Source: an optimization exercise on an open RTL-to-GDS flow (aim: small area and a short achievable clock period). Production flows keep margins and buffers that such runs may drop. For this run, only the layout was checked, not whether the RTL still works.

File: design/flow/design.v
package cpu_datapath_pkg;
    localparam int DATA_WIDTH = 32;
    localparam int N_GPR      = 4;
    localparam int N_OPS   = 13;
    localparam int OP_AND  = 0;
    localparam int OP_OR   = 1;
    localparam int OP_ADD  = 2;
    localparam int OP_SUB  = 3;
    localparam int OP_MUL  = 4;
    localparam int OP_DIV  = 5;
    localparam int OP_SHR  = 6;
    localparam int OP_SHRA = 7;
    localparam int OP_SHL  = 8;
    localparam int OP_ROR  = 9;
    localparam int OP_ROL  = 10;
    localparam int OP_NEG  = 11;
    localparam int OP_NOT  = 12;
    localparam int N_SRC      = 11;
    localparam int SRC_R0     = 0;
    localparam int SRC_R1     = 1;
    localparam int SRC_R2     = 2;
    localparam int SRC_PC     = 3;
    localparam int SRC_MDR    = 4;
    localparam int SRC_INPORT = 5;
    localparam int SRC_HI     = 6;
    localparam int SRC_LO     = 7;
    localparam int SRC_ZHI    = 8;
    localparam int SRC_ZLO    = 9;
    localparam int SRC_C      = 10;
endpackage
module cpu_alu #(
    parameter int WIDTH = cpu_datapath_pkg::DATA_WIDTH
) (
    input  logic [WIDTH-1:0]   a,
    input  logic [WIDTH-1:0]   b,
    input  logic [cpu_datapath_pkg::N_OPS-1:0]   op,
    output logic [2*WIDTH-1:0] result
);
    localparam int SHW = $clog2(WIDTH);
    logic signed [WIDTH-1:0]   a_s;
    logic signed [WIDTH-1:0]   b_s;
    logic signed [2*WIDTH-1:0] a_ext;
    logic signed [2*WIDTH-1:0] b_ext;
    logic signed [2*WIDTH-1:0] prod;
    logic        [SHW-1:0]     shamt;
    logic        [2*WIDTH-1:0] dbl_r;
    logic        [2*WIDTH-1:0] dbl_l;
    assign a_s   = a;
    assign b_s   = b;
    assign a_ext = a_s;
    assign b_ext = b_s;
    assign prod  = a_ext * b_ext;
    assign shamt = b[SHW-1:0];
    assign dbl_r = {a, a} >> shamt;
    assign dbl_l = {a, a} << shamt;
    always_comb begin
        result = '0;
        if (op[cpu_datapath_pkg::OP_AND])       result[WIDTH-1:0] = a & b;
        else if (op[cpu_datapath_pkg::OP_OR])   result[WIDTH-1:0] = a | b;
        else if (op[cpu_datapath_pkg::OP_ADD])  result[WIDTH-1:0] = a + b;
        else if (op[cpu_datapath_pkg::OP_SUB])  result[WIDTH-1:0] = a - b;
        else if (op[cpu_datapath_pkg::OP_MUL])  result = prod;
        else if (op[cpu_datapath_pkg::OP_DIV]) begin
            if (a == {1'b1, {(WIDTH-1){1'b0}}} && b == '1) begin
                result[WIDTH-1:0] = a;
            end
            else if (b != '0) begin
                result[WIDTH-1:0]       = a_s / b_s;
                result[2*WIDTH-1:WIDTH] = a_s % b_s;
            end
        end
        else if (op[cpu_datapath_pkg::OP_SHR])  result[WIDTH-1:0] = a >> shamt;
        else if (op[cpu_datapath_pkg::OP_SHRA]) result[WIDTH-1:0] = a_s >>> shamt;
        else if (op[cpu_datapath_pkg::OP_SHL])  result[WIDTH-1:0] = a << shamt;
        else if (op[cpu_datapath_pkg::OP_ROR])  result[WIDTH-1:0] = dbl_r[WIDTH-1:0];
        else if (op[cpu_datapath_pkg::OP_ROL])  result[WIDTH-1:0] = dbl_l[2*WIDTH-1:WIDTH];
        else if (op[cpu_datapath_pkg::OP_NEG])  result[WIDTH-1:0] = -b;
        else if (op[cpu_datapath_pkg::OP_NOT])  result[WIDTH-1:0] = ~b;
    end
endmodule
module cpu_datapath #(
    parameter int DATA_WIDTH = 32
) (
    input  logic                  clk,
    input  logic                  clr,
    input  logic                  R0_select,
    input  logic                  R1_select,
    input  logic                  R2_select,
    input  logic                  PC_select,
    input  logic                  MDR_select,
    input  logic                  InPort_select,
    input  logic                  HI_select,
    input  logic                  LO_select,
    input  logic                  ZHI_select,
    input  logic                  ZLO_select,
    input  logic                  C_select,
    input  logic                  PC_select_write,
    input  logic                  MDR_select_write,
    input  logic                  MAR_select_write,
    input  logic                  InPort_select_write,
    input  logic                  OutPort_select_write,
    input  logic                  HI_select_write,
    input  logic                  LO_select_write,
    input  logic                  ZHI_select_write,
    input  logic                  ZLO_select_write,
    input  logic                  C_select_write,
    input  logic                  RY_select_write,
    input  logic                  RF_enable,
    input  logic [3:0]            RF_write,
    input  logic                  AND_select,
    input  logic                  OR_select,
    input  logic                  ADD_select,
    input  logic                  SUB_select,
    input  logic                  MUL_select,
    input  logic                  DIV_select,
    input  logic                  SHR_select,
    input  logic                  SHRA_select,
    input  logic                  SHL_select,
    input  logic                  ROR_select,
    input  logic                  ROL_select,
    input  logic                  NEG_select,
    input  logic                  NOT_select,
    input  logic [DATA_WIDTH-1:0] MDR_data,
    input  logic [DATA_WIDTH-1:0] IO_data_in,
    output logic [DATA_WIDTH-1:0] IO_data_out,
    output logic [DATA_WIDTH-1:0] MAR_data
);
    logic [DATA_WIDTH-1:0]   gpr [cpu_datapath_pkg::N_GPR];
    logic [DATA_WIDTH-1:0]   pc, mdr, mar, inport, outport, hi, lo, zhi, zlo, c_reg, ry;
    logic [DATA_WIDTH-1:0]   bus;
    logic [cpu_datapath_pkg::N_SRC-1:0]        bus_sel;
    logic [DATA_WIDTH-1:0]   src_val [cpu_datapath_pkg::N_SRC];
    logic [cpu_datapath_pkg::N_OPS-1:0]        alu_op;
    logic [2*DATA_WIDTH-1:0] alu_res;
    assign bus_sel = {C_select, ZLO_select, ZHI_select, LO_select, HI_select,
                      InPort_select, MDR_select, PC_select, R2_select, R1_select,
                      R0_select};
    assign src_val[cpu_datapath_pkg::SRC_R0]     = gpr[0];
    assign src_val[cpu_datapath_pkg::SRC_R1]     = gpr[1];
    assign src_val[cpu_datapath_pkg::SRC_R2]     = gpr[2];
    assign src_val[cpu_datapath_pkg::SRC_PC]     = pc;
    assign src_val[cpu_datapath_pkg::SRC_MDR]    = mdr;
    assign src_val[cpu_datapath_pkg::SRC_INPORT] = inport;
    assign src_val[cpu_datapath_pkg::SRC_HI]     = hi;
    assign src_val[cpu_datapath_pkg::SRC_LO]     = lo;
    assign src_val[cpu_datapath_pkg::SRC_ZHI]    = zhi;
    assign src_val[cpu_datapath_pkg::SRC_ZLO]    = zlo;
    assign src_val[cpu_datapath_pkg::SRC_C]      = c_reg;
    always_comb begin
        bus = '0;
        for (int i = cpu_datapath_pkg::N_SRC - 1; i >= 0; i--) begin
            if (bus_sel[i]) bus = src_val[i];
        end
    end
    assign alu_op = {NOT_select, NEG_select, ROL_select, ROR_select, SHL_select,
                     SHRA_select, SHR_select, DIV_select, MUL_select, SUB_select,
                     ADD_select, OR_select, AND_select};
    cpu_alu #(
        .WIDTH (DATA_WIDTH)
    ) u_alu (
        .a      (ry),
        .b      (bus),
        .op     (alu_op),
        .result (alu_res)
    );
    always_ff @(posedge clk or negedge clr) begin
        if (!clr) begin
            for (int i = 0; i < cpu_datapath_pkg::N_GPR; i++) gpr[i] <= '0;
            pc      <= '0;
            mdr     <= '0;
            mar     <= '0;
            inport  <= '0;
            outport <= '0;
            hi      <= '0;
            lo      <= '0;
            zhi     <= '0;
            zlo     <= '0;
            c_reg   <= '0;
            ry      <= '0;
        end else begin
            if (PC_select_write)      pc      <= bus;
            if (MDR_select_write)     mdr     <= MDR_data;
            if (MAR_select_write)     mar     <= bus;
            if (InPort_select_write)  inport  <= IO_data_in;
            if (OutPort_select_write) outport <= bus;
            if (HI_select_write)      hi      <= bus;
            if (LO_select_write)      lo      <= bus;
            if (ZHI_select_write)     zhi     <= alu_res[2*DATA_WIDTH-1:DATA_WIDTH];
            if (ZLO_select_write)     zlo     <= alu_res[DATA_WIDTH-1:0];
            if (C_select_write)       c_reg   <= bus;
            if (RY_select_write)      ry      <= bus;
            if (RF_enable) begin
                for (int i = 0; i < cpu_datapath_pkg::N_GPR; i++) begin
                    if (RF_write[i]) gpr[i] <= bus;
                end
            end
        end
    end
    assign MAR_data    = mar;
    assign IO_data_out = outport;
endmodule
File: design/flow/run.sh
#!/bin/bash
# synth_recipe.tcl (not shown) runs the flow's synth.tcl, then flattens the netlist and writes it again
# the make line also repeats each setting of config.mk as NAME=value (left out here)
make -C /OpenROAD-flow-scripts/flow DESIGN_CONFIG=/design/flow/config.mk WORK_HOME=/design/flow/orfs CLKGATE_MAP_FILE= SYNTH_SCRIPT=/design/flow/synth_recipe.tcl finish
File: design/flow/config.mk
export PLATFORM = sky130hd
export DESIGN_NAME = cpu_datapath
export DESIGN_NICKNAME = cpu_datapath
export VERILOG_FILES = /design/flow/design.v
export SDC_FILE = /design/flow/constraint.sdc
export NUM_CORES = 4
export LEC_CHECK = 0
export CAP_MARGIN = 20
export CORE_MARGIN = 2
export CORE_UTILIZATION = 30
export SLEW_MARGIN = 20
File: design/flow/constraint.sdc
create_clock -name core_clock -period 120.0 [get_ports {clk}]
set_input_delay 24.0000 -clock core_clock [delete_from_list [all_inputs] [get_ports {clk}]]
set_output_delay 24.0000 -clock core_clock [all_outputs]
set_load 0.01 [all_outputs]
==> out/qor.csv <==
metric,value,unit
clkSinkCount,448,
layout-drive-gt1-share,0.182,
grt_usage,0.275,
ys_seq_area_frac,0.112,
drt_drc_violations_left,0,
ff2ff_setup_slack,28.52,ns
std_cell_rows,211,
synth_seq_cells,448,
tns,0,ns
die_width,581,um
arrival,115.53,ns
clk_latency,0.71,ns
utilization,0.365,
grt_max_degree,113,
via_per_inst,5.66,
period_share,0.958,
post-place-cells,18200,
ant_nets,0,
period_needed,114.96,ns
end_kind,flip-flop,
syn_avg_cell_area,7.90,sq um
cp-start-kind,input port,
wire_per_inst,25.9,um
synth-edff-count,0,
grt_pass1_vias,102000,
area_growth,20.8,%
cp_num_buf_inv,74,
grt_pass1_wl,692,mm
drv_slew,0,
slowest_delay,0.53,ns
regMostFlops,gpr,
port_buffers,168,
cts_tree,built,
htreeDepth,2,
finClkSkew,0.0392,ns
postSynthCellCount,12600,
vias,104000,
reg2reg_from,zlo[23],
worstHoldPathType,flip-flop to flip-flop,
ys_types,111,
final.fill_count,34500,
largest_reg_flops,96,
min_from,gpr[1][31],
drv_cap,0,
nNetsFinal,16000,
drt_iter0_drc,11500,
mostFrequentLayoutCells,"1789 x buf_4, 1705 x nand2_1, 1333 x inv_1, 1170 x nor2_1, 1083 x fa_1",
instances_no_fill,18400,
hpwl,368,mm
worstPathRequired,120.58,ns
start_util,0.302,
globalplace.congestion,1.05,
fp.dieH,581,um
final_common_cell,buf_4,
worstSetupPathType,input port to flip-flop,
path_max_fanout,33,
ioPinCount,170,
drt_wl_total,475,mm
tightest_slew,1.32,ns
cts_buffer_depth,3,
timing.critical_path.from,LO_select,
grt.overflow.total,0,
max-slew-margin-rel,0.115,
syn_area,99900,sq um
firstDrtPassIters,7,
die_area,338000,sq um
synth-main-ff-cell,dfrtp_1,
fmax,8.70,MHz
ys_async_sr_fraction,1.00,
setup_viol,0,
hold_buffers,0,
cpMostUsedCell,buf_4,
numCtsBuffers,52,
synth_warnings,4,
timing.final.hold_violations,0,
status,"complete, no violations",
crit_family,compound AO/OA/AOI/OAI gates,
design.core.area,331000,sq um
root_buffer,clkbuf_16,
grt_antenna_before_repair,38,
synth_nets,14600,
cts.clk_slew.worst_paths,0.06,ns
cp_slowest_cell,or4_1,
## final cells by class
type                       count  area (sq um)  area share
antenna                       27          67.6    0.000560
clock buffer                  72          1490      0.0123
clock inverter                15           206     0.00171
inverter                    1387          5230      0.0433
multi-input combinational  10100         81800       0.678
sequential                   448         11200      0.0930
tap                         4366          5460      0.0453
timing repair buffer        1972         15200       0.126
## routing by layer
| metal | GRT usage | wire length [um] |
|---|---|---|
| met1 | 0.345 | 186000 |
| met2 | 0.421 | 205000 |
| met3 | 0.0681 | 49500 |
| met4 | 0.173 | 35400 |
| met5 | 0 | 134 |
## cells in the mapped netlist (all sizes together), types with 92 or more instances
library cell  count  area (sq um)
nand2          1710          6420
inv            1352          5070
nor2           1193          4500
fa             1085         21700
ha              817         10200
a21oi           792          3990
o21ai           633          3170
clkbuf          534          2010
dfrtp           448         11200
xnor2           374          3280
mux2            285          3210
mux2i           256          2560
nor3            231          1210
nand3           197           996
buf             176           773
a21o            174          1310
xor2            171          1500
o21a            145          1090
nor2b           139           870
o31ai           119           913
a211oi          118           896
a221oi          114          1030
a31oi           106           663
nand2b          106           663
or3              92           581
## cells by family after synthesis
logic type               Yosys count  share of synthesized area
AND/OR/NAND/NOR                 4119                      0.185
buffers and inverters           2097                     0.0800
multiplexers                     541                     0.0578
adder cells (fa/ha/maj)         1902                      0.320
AO/OA/AOI/OAI                   2984                      0.198
XOR/XNOR                         545                     0.0479
flip-flops                       448                      0.112
## repair_timing
action,4_1_cts,5_1_grt
setup endpoints to repair,1,64
gates resized for setup,1,165
buffers inserted,0,30
pin swaps,0,20
endpoints found under the hold margin,0,0
## metrics by stage
step / cell area (sq um) / hold slack (ns) / worst slack [ns]
after global placement: 118000 / 0.454 / -0.198
after floorplan: 99900 / 0.441 / 0.137
after detailed placement: 118000 / 0.462 / -0.162
final: 121000 / 0.472 / 5.04
after CTS: 120000 / 0.475 / 0.0114
after global routing: 121000 / 0.502 / -0.0906
## final timing paths
check                           cells past startpoint     endpoint
worst min-delay path                                2   gpr[1][31]
min in group asynchronous                           1  outport[29]
max in group asynchronous                           4       ry[31]
worst max register to register                    457      zlo[21]
worst max-delay path                              459      zlo[21]
worst min register to register                      2   gpr[1][31]
## worst min-delay path, delay by kind of cell, from the launching register on
family | cells | cell delay, ns
flops | 1 | 0.33
compound gates | 1 | 0.06
simple gates | 1 | 0.04

separate check: timing with driven ports:
In the flow no input, the clock included, has a driving cell. The finished layout below was timed again as built, in two steps. Step 1 sets driving cells, clkbuf_16 on the clock port and buf_2 on the other inputs (assumed; they add their load-dependent delay and slew). Step 2, shift: input delay + t, output delay - t, t = (earliest + latest rising clock arrival at the registers) / 2. This alone moves slack from input paths to output paths. Three values: ideal, step 1, step 2; two values: the first two.
t, ns: 0.766
slack for setup (ns): 5.043 / 5.077 / 4.311
hold WS [ns]: 0.472 / 0.472 / 0.472
worst setup path at the end: input to register
cell pins on the clock port's net: 1
After both steps setup and hold are still met in this run. The setup slack of this run moves by +0.034 ns with the drivers and by -0.732 ns with both steps.
